This design comes from an exercise in tuning for small area, a short achievable clock period and few clock cycles on the open sky130 flow, not from production work.
The RTL was checked by simulation tests, not by an equivalence proof against the original design.
Power is estimated from default activity; no workload was simulated.

===== design.v =====
package core_pkg;
	typedef logic [32-1:0] word_t;
	typedef logic [4:0] reg_idx_t;
	typedef logic [$clog2(8)-1:0] rob_tag_t;
	typedef enum logic [2:0] {
		ALU_ADD = 3'd0,
		ALU_SUB = 3'd1,
		ALU_AND = 3'd2,
		ALU_OR  = 3'd3,
		ALU_XOR = 3'd4,
		ALU_SLT = 3'd5
	} alu_op_t;
	typedef enum logic [0:0] {
		MUL_LO = 1'b0,
		MUL_HU = 1'b1
	} mul_op_t;
	typedef enum logic {
		UNIT_ALU = 1'b0,
		UNIT_MUL = 1'b1
	} unit_sel_t;
	typedef struct packed {
		logic     ready;
		rob_tag_t tag;
		word_t    value;
	} operand_t;
	typedef struct packed {
		logic     valid;
		rob_tag_t tag;
		word_t    value;
	} cdb_t;
endpackage
`timescale 1ns/100ps
module ooo_core (
	input  logic        clock,
	input  logic        reset,
	input  logic        issue_valid,
	output logic        issue_ready,
	input  logic [3:0]  issue_op,
	input  logic [4:0]  issue_rd,
	input  logic [4:0]  issue_rs1,
	input  logic [4:0]  issue_rs2,
	input  logic        issue_use_imm,
	input  logic [31:0] issue_imm,
	output logic        commit_valid,
	output logic [4:0]  commit_rd,
	output logic [31:0] commit_data
);
	localparam int K = 11;           
	localparam int NSTEP = (32 + K - 1) / K;   
	localparam int MBW = NSTEP * K;            
	localparam int BASE = K * (NSTEP - 1);     
	localparam int W = 32 + K;        
	localparam int CW = $clog2(NSTEP + 1);
	logic [31:0] rf [1:31];
	logic [31:1] rf_ok;
	logic        ex_valid;
	logic        ex_mul;
	logic        ex_add;
	logic        ex_inv;
	logic        ex_and;
	logic        ex_or;
	logic        ex_xor;
	logic        ex_slt;
	logic        ex_mhi;
	logic [4:0]  ex_rd;
	logic [31:0] ex_a;
	logic [31:0] ex_b;
	logic [31:0] fw_a;
	logic [31:0] fw_b;
	logic [MBW-1:0] mul_b;
	logic        mul_fwd;
	logic [31:0] mul_a;
	logic        mul_afwd;
	logic        mul_wait;
	logic [31:0]   mul_s;
	logic [31:0]   mul_c;
	logic [K-1:0]  mul_ls;
	logic [K-1:0]  mul_lc;
	logic          mul_cin;
	logic [CW-1:0] mul_cnt;
	logic        cm_valid;
	logic [4:0]  cm_rd;
	logic [31:0] cm_data;
	assign commit_valid = cm_valid;
	assign commit_rd    = cm_rd;
	assign commit_data  = cm_data;
	logic        ex_done;
	logic [31:0] ex_res;
	logic        accept;
	logic [31:0] op_a;
	logic [31:0] op_b;
	assign op_a = ex_a | fw_a;
	assign op_b = ex_b | fw_b;
	assign ex_done = ex_valid && (!ex_mul || mul_cnt == CW'(NSTEP));
	logic [31:0] alu_bb;
	logic [31:0] alu_g [6];
	logic [31:0] alu_p [6];
	logic [31:0] alu_c;
	logic [31:0] alu_q;
	logic        alu_lt;
	always_comb begin
		alu_bb = op_b;
		alu_g[0] = op_a & alu_bb;
		alu_p[0] = op_a ^ alu_bb;
		alu_g[0][0] = alu_g[0][0] | (alu_p[0][0] & ex_inv);
		for (int l = 0; l < 5; l++) begin
			for (int k = 0; k < 32; k++) begin
				if (k >= (1 << l)) begin
					alu_g[l+1][k] = alu_g[l][k] | (alu_p[l][k] & alu_g[l][k - (1 << l)]);
					alu_p[l+1][k] = alu_p[l][k] & alu_p[l][k - (1 << l)];
				end else begin
					alu_g[l+1][k] = alu_g[l][k];
					alu_p[l+1][k] = alu_p[l][k];
				end
			end
		end
		alu_c  = {alu_g[5][30:0], ex_inv} & {32{ex_add}};
		alu_lt = (op_a[31] ^ !op_b[31]) ? op_a[31] : !alu_g[5][30];
	end
	logic [31:0]   mul_hi;
	logic [31:0]   mul_lo;
	logic [K+32:0] mul_fin;
	assign mul_fin = {1'b0, mul_s, mul_ls} + {1'b0, mul_c, mul_lc} + (K+33)'(mul_cin);
	assign mul_hi  = mul_fin[63-BASE:32-BASE];
	assign mul_lo  = {mul_fin[31-BASE:0], mul_b[MBW-1:MBW-BASE]};
	always_comb begin
		alu_q = ({32{ex_add}} & alu_p[0])
			| ({32{ex_and}} & (op_a & op_b))
			| ({32{ex_or}}  & (op_a | op_b))
			| ({32{ex_xor}} & (op_a ^ op_b))
			| ({32{ex_mul && !ex_mhi}} & mul_lo)
			| ({32{ex_mhi}} & mul_hi);
		ex_res = alu_q ^ alu_c;
		ex_res[0] = ex_res[0] | (ex_slt & alu_lt);
	end
	function automatic logic [2*W-1:0] csa(input logic [W-1:0] x, input logic [W-1:0] y,
		input logic [W-1:0] z);
		logic [W-1:0] s;
		logic [W-1:0] c;
		s = x ^ y ^ z;
		c = ((x & y) | (x & z) | (y & z)) << 1;
		csa = {c, s};
	endfunction
	logic [W-1:0] pp [K];
	logic [W-1:0] st_s;
	logic [W-1:0] st_c;
	logic [K:0]   st_low;
	logic [W-1:0] t0, t1, t2, t3, t4, t5, t6, t7, t8, t9, t10, t11, t12, t13, t14, t15, t16, t17, t18, t19, t20, t21;
	always_comb begin
		for (int i = 0; i < K; i++) begin
			pp[i] = mul_b[i] ? (W'(mul_a) << i) : '0;
		end
		{t1, t0} = csa(pp[0], pp[1], pp[2]);
		{t3, t2} = csa(pp[3], pp[4], pp[5]);
		{t5, t4} = csa(pp[6], pp[7], pp[8]);
		{t7, t6} = csa(pp[9], pp[10], W'(mul_s));
		{t9, t8} = csa(t0, t1, t2);
		{t11, t10} = csa(t3, t4, t5);
		{t13, t12} = csa(t6, t7, W'(mul_c));
		{t15, t14} = csa(t8, t9, t10);
		{t17, t16} = csa(t11, t12, t13);
		{t19, t18} = csa(t14, t15, t16);
		{t21, t20} = csa(t18, t19, t17);
		st_s = t20;
		st_c = t21;
		st_low = {1'b0, mul_ls} + {1'b0, mul_lc} + (K+1)'(mul_cin);
	end
	assign issue_ready = !ex_valid || ex_done;
	assign accept      = issue_valid && issue_ready;
	function automatic logic [31:0] read_reg(input logic [4:0] r);
		logic [31:0] v;
		v = '0;
		for (int i = 1; i < 32; i++) begin
			v = v | ({32{r == 5'(i) && rf_ok[i]}} & rf[i]);
		end
		if (r != 5'd0 && cm_valid && cm_rd == r) begin
			v = cm_data;
		end
		read_reg = v;
	endfunction
	function automatic logic fwd(input logic [4:0] r);
		fwd = r != 5'd0 && ex_done && ex_rd == r;
	endfunction
	always_ff @(posedge clock) begin
		if (reset) begin
			ex_valid <= 1'b0;
			cm_valid <= 1'b0;
			rf_ok    <= '0;
		end else begin
			ex_valid <= accept || (ex_valid && !ex_done);
			cm_valid <= ex_done;
			if (cm_valid && cm_rd != 5'd0) begin
				rf_ok[cm_rd] <= 1'b1;
			end
		end
	end
	always_ff @(posedge clock) begin
		if (cm_valid && cm_rd != 5'd0) begin
			rf[cm_rd] <= cm_data;
		end
		if (ex_done) begin
			cm_rd   <= ex_rd;
			cm_data <= ex_res;
		end
		fw_a <= ex_res & {32{accept && fwd(issue_rs1)}};
		fw_b <= (ex_res ^ {32{issue_op == 4'd1 || issue_op == 4'd5}})
			& {32{accept && !issue_use_imm && fwd(issue_rs2)}};
		if (accept) begin
			ex_mul <= issue_op[3];
			ex_add <= issue_op[3:1] == 3'd0;
			ex_inv <= issue_op == 4'd1 || issue_op == 4'd5;
			ex_and <= issue_op == 4'd2;
			ex_or  <= issue_op == 4'd3;
			ex_xor <= issue_op == 4'd4;
			ex_slt <= issue_op == 4'd5;
			ex_mhi <= issue_op[3] && issue_op[0];
			ex_rd  <= issue_rd;
			ex_a   <= fwd(issue_rs1) ? '0 : read_reg(issue_rs1);
		end
		if (accept && issue_op[3]) begin
			mul_a    <= read_reg(issue_rs1);
			mul_afwd <= fwd(issue_rs1);
		end else if (mul_wait && mul_afwd) begin
			mul_a    <= cm_data;
		end
		mul_wait <= accept && issue_op[3] && (fwd(issue_rs1) || (!issue_use_imm && fwd(issue_rs2)));
		if (accept) begin
			ex_b    <= (!issue_use_imm && fwd(issue_rs2)) ? '0
				: (issue_use_imm ? issue_imm : read_reg(issue_rs2)) ^ {32{issue_op == 4'd1 || issue_op == 4'd5}};
			mul_b   <= MBW'(issue_use_imm ? issue_imm : read_reg(issue_rs2));
			mul_fwd <= !issue_use_imm && fwd(issue_rs2);
		end else if (mul_wait) begin
			if (mul_fwd) begin
				mul_b <= MBW'(cm_data);
			end
		end else begin
			mul_b   <= {st_low[K-1:0], mul_b[MBW-1:K]};
		end
		if (accept || mul_wait) begin
			mul_s   <= '0;
			mul_c   <= '0;
			mul_ls  <= '0;
			mul_lc  <= '0;
			mul_cin <= 1'b0;
			mul_cnt <= '0;
		end else begin
			mul_s   <= st_s[W-1:K];
			mul_c   <= st_c[W-1:K];
			mul_ls  <= st_s[K-1:0];
			mul_lc  <= st_c[K-1:0];
			mul_cin <= st_low[K];
			mul_cnt <= mul_cnt + CW'(mul_cnt != CW'(NSTEP));
		end
	end
endmodule

===== flow/run.sh =====
#!/bin/bash
# The standard layout (the standard.sh) with two changes:
# - Yosys's full-adder extraction is off (ADDER_MAP_FILE empty), so the
#   carry-save and adder logic is mapped by abc instead of to the slow sky130
#   fa/ha cells. The registers are the same as in the standard synthesis.
# - The port buffers are buf_2 cells instead of the clkdlybuf4s50_1 delay
#   cells buffer_ports picks by default. Every port still gets a buffer.
set -euo pipefail
bash standard.sh ADDER_MAP_FILE= "BUFFER_PORTS_ARGS=-buffer_cell sky130_fd_sc_hd__buf_2" finish > make_finish.log 2>&1

===== standard.sh =====
#!/bin/bash
# synth_recipe.tcl (not shown) runs the flow's synth.tcl, then flattens the netlist and writes it again
# the make line also repeats each setting of config.mk as NAME=value (left out here)
make -C /OpenROAD-flow-scripts/flow DESIGN_CONFIG=/design/flow/config.mk WORK_HOME=/design/flow/orfs CLKGATE_MAP_FILE= SYNTH_SCRIPT=/design/flow/synth_recipe.tcl "${@:-finish}"

===== config.mk =====
export PLATFORM = sky130hd
export DESIGN_NAME = ooo_core
export DESIGN_NICKNAME = ooo_core
export VERILOG_FILES = /design/flow/design.v
export SDC_FILE = /design/flow/constraint.sdc
export NUM_CORES = 4
export LEC_CHECK = 0
export CAP_MARGIN = 20
export CORE_MARGIN = 2
export CORE_UTILIZATION = 45
export SETUP_SLACK_MARGIN = 2.5
export SLEW_MARGIN = 20
export TNS_END_PERCENT = 20

===== constraint.sdc =====
create_clock -name core_clock -period 6.0 [get_ports {clock}]
set_input_delay 1.2000 -clock core_clock [delete_from_list [all_inputs] [get_ports {clock}]]
set_output_delay 1.2000 -clock core_clock [all_outputs]
set_load 0.01 [all_outputs]

==> impl_summary.txt <==
----------------------------------------------------
[Clock tree]
  Sink count of the clock tree ... ~1,400
  Clock slew seen by the registers of the worst setup and hold paths ... 0.06 ns
  Clock Tree Root ... sky130_fd_sc_hd__clkbuf_16
  Quantity of hold-fixing buffers added after cts ... 0
  CTS buffer count ... 145
  Clock insertion delay at the later pin of the skew report ... 0.82 ns
  Worst-case clock buffer depth ... 3
  Number of H-tree levels ... 4
  CTS tree ... built

[STA]
  RSZ-0062 raised after global routing ... yes
  Part of the cycle the worst path needs ... 62.3%
  Worst Max-Slew Pin Slew ... approximately 1.2 ns
  Final max-slew violation count ... 0
  Final setup fails ... 0
  Worst-case setup margin in the final layout ... 2.26 ns
  Headroom to the max-slew limit ... 16.7%
  Achievable Freq ... 0.268 GHz
  Final worst hold slack ... 0.475 ns
  Post-Route Setup TNS ... 0 ns
  Final worst clock skew ... 0.0370 ns
  Number of hold violations in the final report ... 0
  Minimum clock period after layout ... 3.74 ns

[Critical path]
  Register-to-Register Path Depth ... 9
  Crit-path most repeated cell ... sky130_fd_sc_hd__buf_4
  Endpoint of the most critical register-to-register path ... fw_b[30]$_DFF_P_
  Endpoint type of the worst setup path ... register
  Startpoint-to-endpoint class of the critical path ... input pin to register
  Required time at the worst-slack endpoint ... 6.58 ns
  Largest stage delay on the critical path ... around 0.76 ns
  Crit-path slowest cell ... sky130_fd_sc_hd__and3_4
  Data arrival time of the critical path ... approximately 4.3 ns
  FF-to-FF Start ... mul_s[23]$_SDFF_PP0_
  Maximum fanout along the worst path ... 21
  CP Launch Type ... input pin
  Internal reg-to-reg setup slack ... 2.38 ns
  Crit path cell chain ... buf_2, nor2b_1, and3_4, buf_4, a221oi_1, nand4_1, nor3_1, buf_4, a21oi_1, mux2_2
  Critical path origin ... issue_rs1[0]

[Cells and area]
  Layout Utilization ... between 50% and 60%
  Final net count ... 6,760
  Layout Cell Area excl Fill ... 84,400 µm²
  Fraction of final layout cells sized beyond drive strength 1 ... 14.4%
  Multi-input logic area ... 33,300 µm²
  Sequential cell area in the final layout ... between 30,000 and 40,000 µm²
  Final cell count without fillers ... roughly 9,000
  Fill count ... 14,200
  Area added between synthesis and finish ... 15.3%

[Pwr]
  Maximum resistive drop on vdd ... 0.000421 V
  Power Density ... roughly 380 nW/µm²
  Leakage power summed over all cells ... 28.3 nW
  PnR Total Power ... 32.4 mW

[Synth]
  Top flip-flop cell by instance count after synthesis ... sky130_fd_sc_hd__edfxtp_1
  Cell variety after synth ... 95
  Netlist area before placement ... 73,200 µm²
  Count of synthesis-stage warnings from yosys ... 4
  Ranking of synthesized cells by area ... sky130_fd_sc_hd__edfxtp_1 (48%), sky130_fd_sc_hd__xnor2_1 (7.1%), sky130_fd_sc_hd__dfxtp_1 (5.1%)
  Syn Inst Count ... 6,559
  Area share of the largest cell type after synthesis ... 48.1%
  Synth Net Count ... around 6,600
  #FFs+latches synth ... 1,358
  Mapped Avg Cell Area ... 11.2 µm²
  Post-synth EDFFs ... about 1,200
  Proportion of synthesized chip area in sequential cells ... 53.2%
  FFs w/ async S/R, synth ... 0%
  Cell type contributing the most total cell area after synthesis ... sky130_fd_sc_hd__edfxtp_1

[GRT]
  Total congestion overflow after global routing ... 0
  Maximum number of pins on one net before global-route repair ... 72
  Global-route wire length before repair ... 468 mm
  Vias in the first global route ... 58,700
  GRT Resource Usage Total ... 40.2%
  Initial antenna violation count ... 27

[Min path]
  Worst-case hold path end point ... mul_cnt[0]$_SDFF_PP0_
  Worst hold path depth ... 2
  Kind of path behind the tightest hold check ... register to register
  Hold_sp ... mul_cnt[1]$_SDFF_PP0_

[Floorplan]
  Number of placed I/O pins ... 94
  Die outline width ... between 400 and 500 µm
  Area of the core ... 162,000 µm²
  Vert. Die Dim ... 407 µm
  Number of rows created at floorplan ... 148
  Initial standard-cell utilization of the core ... 45.1%
  Die footprint ... 166,000 µm²

[Detailed routing]
  Routed wire length per instance ... 38.6 µm
  Pre-antenna DRT Iters ... 14
  Initial detailed-routing violation count ... 14,700
  Residual DRC ... 0
  Avg Vias per Cell ... a little over 7
  Number of vias after detailed routing ... 64,200
  Remaining number of nets flagged by the antenna check after routing ... 0
  WL final ... 348 mm

[Place]
  Placed Area ... 77,200 µm²
  Number of cells in the design after placement ... 8,606
  Post-detailed-placement half-perimeter wirelength ... 221 mm
  Placer Congestion ... 1.03
  Pre-CTS WS ... 0.898 ns
  Count of input and output buffers ... 93

[Flow run]
  Max-capacitance violation count ... 0

[Outcome]
  Status ... complete, no violations

----------------------------------------------------
area by class of cell:
class | count | area share, %
multi-input combinational | 4599 | 39.5
antenna | 15 | 0.0445
tap | 2175 | 3.22
timing repair buffer | 495 | 5.04
sequential | 1358 | 46.1
inverter | 106 | 0.495
clock inverter | 85 | 0.947
clock buffer | 179 | 4.66
per-layer routing:
layer	up-vias	share of wire (%)	GRT usage (%)	routed length (µm)
met3	1801	15	16.9	53300
met2	5978	42	59.2	144000
met4	18	8.9	25.7	31000
li1	25400	-	-	-
met5	-	0.073	0	253
met1	31000	34	48.3	119000
what timing repair did:
action	in CTS	in global routing
resized for setup	106	107
cloned	1	1
pin swaps	21	25
setup endpoints to repair	231	243
buffers inserted	39	83
cells in the final DEF (no fill, tap or decap), types with 32 or more instances in the layout:
cell / netlist / final
sky130_fd_sc_hd__and2_1: 94 / 95
sky130_fd_sc_hd__nand4_1: 133 / 133
sky130_fd_sc_hd__nor2_4: 0 / 32
sky130_fd_sc_hd__xnor2_1: 592 / 584
sky130_fd_sc_hd__a211oi_1: 69 / 65
sky130_fd_sc_hd__inv_1: 103 / 101
sky130_fd_sc_hd__edfxtp_1: 1172 / 1172
sky130_fd_sc_hd__a221oi_1: 305 / 300
sky130_fd_sc_hd__xor2_1: 200 / 194
sky130_fd_sc_hd__buf_4: 0 / 333
sky130_fd_sc_hd__nor3_1: 102 / 64
sky130_fd_sc_hd__clkinv_1: 3 / 37
sky130_fd_sc_hd__nand2_1: 564 / 562
sky130_fd_sc_hd__and3_4: 0 / 48
sky130_fd_sc_hd__maj3_1: 279 / 279
sky130_fd_sc_hd__o21ai_0: 142 / 141
sky130_fd_sc_hd__a21oi_1: 244 / 234
sky130_fd_sc_hd__a22o_1: 296 / 296
sky130_fd_sc_hd__mux2_2: 38 / 38
sky130_fd_sc_hd__a222oi_1: 88 / 88
sky130_fd_sc_hd__clkbuf_16: 0 / 150
sky130_fd_sc_hd__nand3_1: 93 / 92
sky130_fd_sc_hd__buf_2: 32 / 92
sky130_fd_sc_hd__dfxtp_1: 186 / 178
sky130_fd_sc_hd__buf_12: 0 / 50
sky130_fd_sc_hd__nor2_1: 535 / 499
sky130_fd_sc_hd__a22oi_1: 283 / 283
sky130_fd_sc_hd__o22ai_1: 35 / 34
power by group:
part / switching (mW) / total, mW / leakage, nW / internal [mW]
registers: 0.729 / 11.6 / 12.2 / 10.8
clock network: 4.02 / 9.14 / 2.31 / 5.13
logic: 6.64 / 11.7 / 13.8 / 5.09
registers in the layout, summed over array words and instances (netlist names), 32 cells and up:
name     cells
fw_b        32
mul_c       32
cm_data     32
mul_a       32
ex_a        32
mul_b       33
fw_a        32
mul_s       32
ex_b        32
rf         992
critical path, delay by kind of cell:
family	cells	cell delay, ns
simple gates	4	1.52
mux	1	0.46
compound gates	2	0.39
buf+inv	3	0.72
synth_stat cells (23+ instances only):
master                     count
sky130_fd_sc_hd__inv_1       103
sky130_fd_sc_hd__a221oi_1    305
sky130_fd_sc_hd__nor4_1       23
sky130_fd_sc_hd__nor2b_1      36
sky130_fd_sc_hd__o21ai_0     142
sky130_fd_sc_hd__and2_1       94
sky130_fd_sc_hd__a222oi_1     88
sky130_fd_sc_hd__xor2_1      200
sky130_fd_sc_hd__edfxtp_1   1172
sky130_fd_sc_hd__buf_2        32
sky130_fd_sc_hd__o21a_1       27
sky130_fd_sc_hd__buf_1        51
sky130_fd_sc_hd__clkbuf_1    414
sky130_fd_sc_hd__maj3_1      279
sky130_fd_sc_hd__and3_1       70
sky130_fd_sc_hd__nand2_1     564
sky130_fd_sc_hd__a22oi_1     283
sky130_fd_sc_hd__nand3_1      93
sky130_fd_sc_hd__nor3_1      102
sky130_fd_sc_hd__nand2b_1     26
sky130_fd_sc_hd__dfxtp_1     186
sky130_fd_sc_hd__o22ai_1      35
sky130_fd_sc_hd__o211ai_1     23
sky130_fd_sc_hd__nor2_1      535
sky130_fd_sc_hd__xnor2_1     592
sky130_fd_sc_hd__a22o_1      296
sky130_fd_sc_hd__xnor3_1      25
sky130_fd_sc_hd__a211oi_1     69
sky130_fd_sc_hd__mux2_2       38
sky130_fd_sc_hd__a21oi_1     244
sky130_fd_sc_hd__nand4_1     133
how the worst max path moves through the flow:
stage | end | slack [ns] | cells after the start
after floorplan | mul_a[22]$_DFFE_PP_ | 2.45 | 12
after global placement | ex_b[23]$_SDFFCE_PP0P_ | 0.92 | 13
after CTS | mul_a[9]$_DFFE_PP_ | 2.27 | 10
final | mul_a[13]$_DFFE_PP_ | 2.26 | 10
after detailed placement | ex_b[23]$_SDFFCE_PP0P_ | 0.90 | 14
after global routing | fw_b[29]$_DFF_P_ | 2.28 | 10
cells by family (layout without fill, tap and decap cells):
group,after synthesis,count (layout),share of synthesized area [%]
adder cells (fa/ha/maj),281,281,3.85
multiplexers,44,44,0.667
AO/OA/AOI/OAI,1678,1678,17.3
other,0,15,0
buffers and inverters,604,865,3.16
AND/OR/NAND/NOR,1762,1764,11.1
flip-flops,1358,1358,53.2
XOR/XNOR,832,832,10.7
Testbench counts, summed over its fixed seeds: cycles 4,512.

==> separate check: timing with driven ports <==
No port has a modelled driver above. Below, the same layout with a new extraction and two added sets of constraints. Step 1, drivers: a clkbuf_16 drives clock and a buf_2 each remaining input, both assumed. Step 2 moves the port delays by t, midway between the first and last clock arrival at a register: inputs arrive t later, outputs are due t later. That takes back most of the time a late clock gives input paths. Slacks: ideal / step 1 / step 2; pairs: ideal / step 1.
shift t [ns]: 0.893
setup WS [ns]: 2.264 / 2.324 / 1.430
clock arrival spread, ns: 0.039 / 0.039
worst register clock-pin slew, ns: 0.07 / 0.07
cell pins on the clock port's net: 1
After both steps this run still meets setup and hold. The setup slack of this run moves by +0.060 ns with the drivers and by -0.834 ns with both steps.
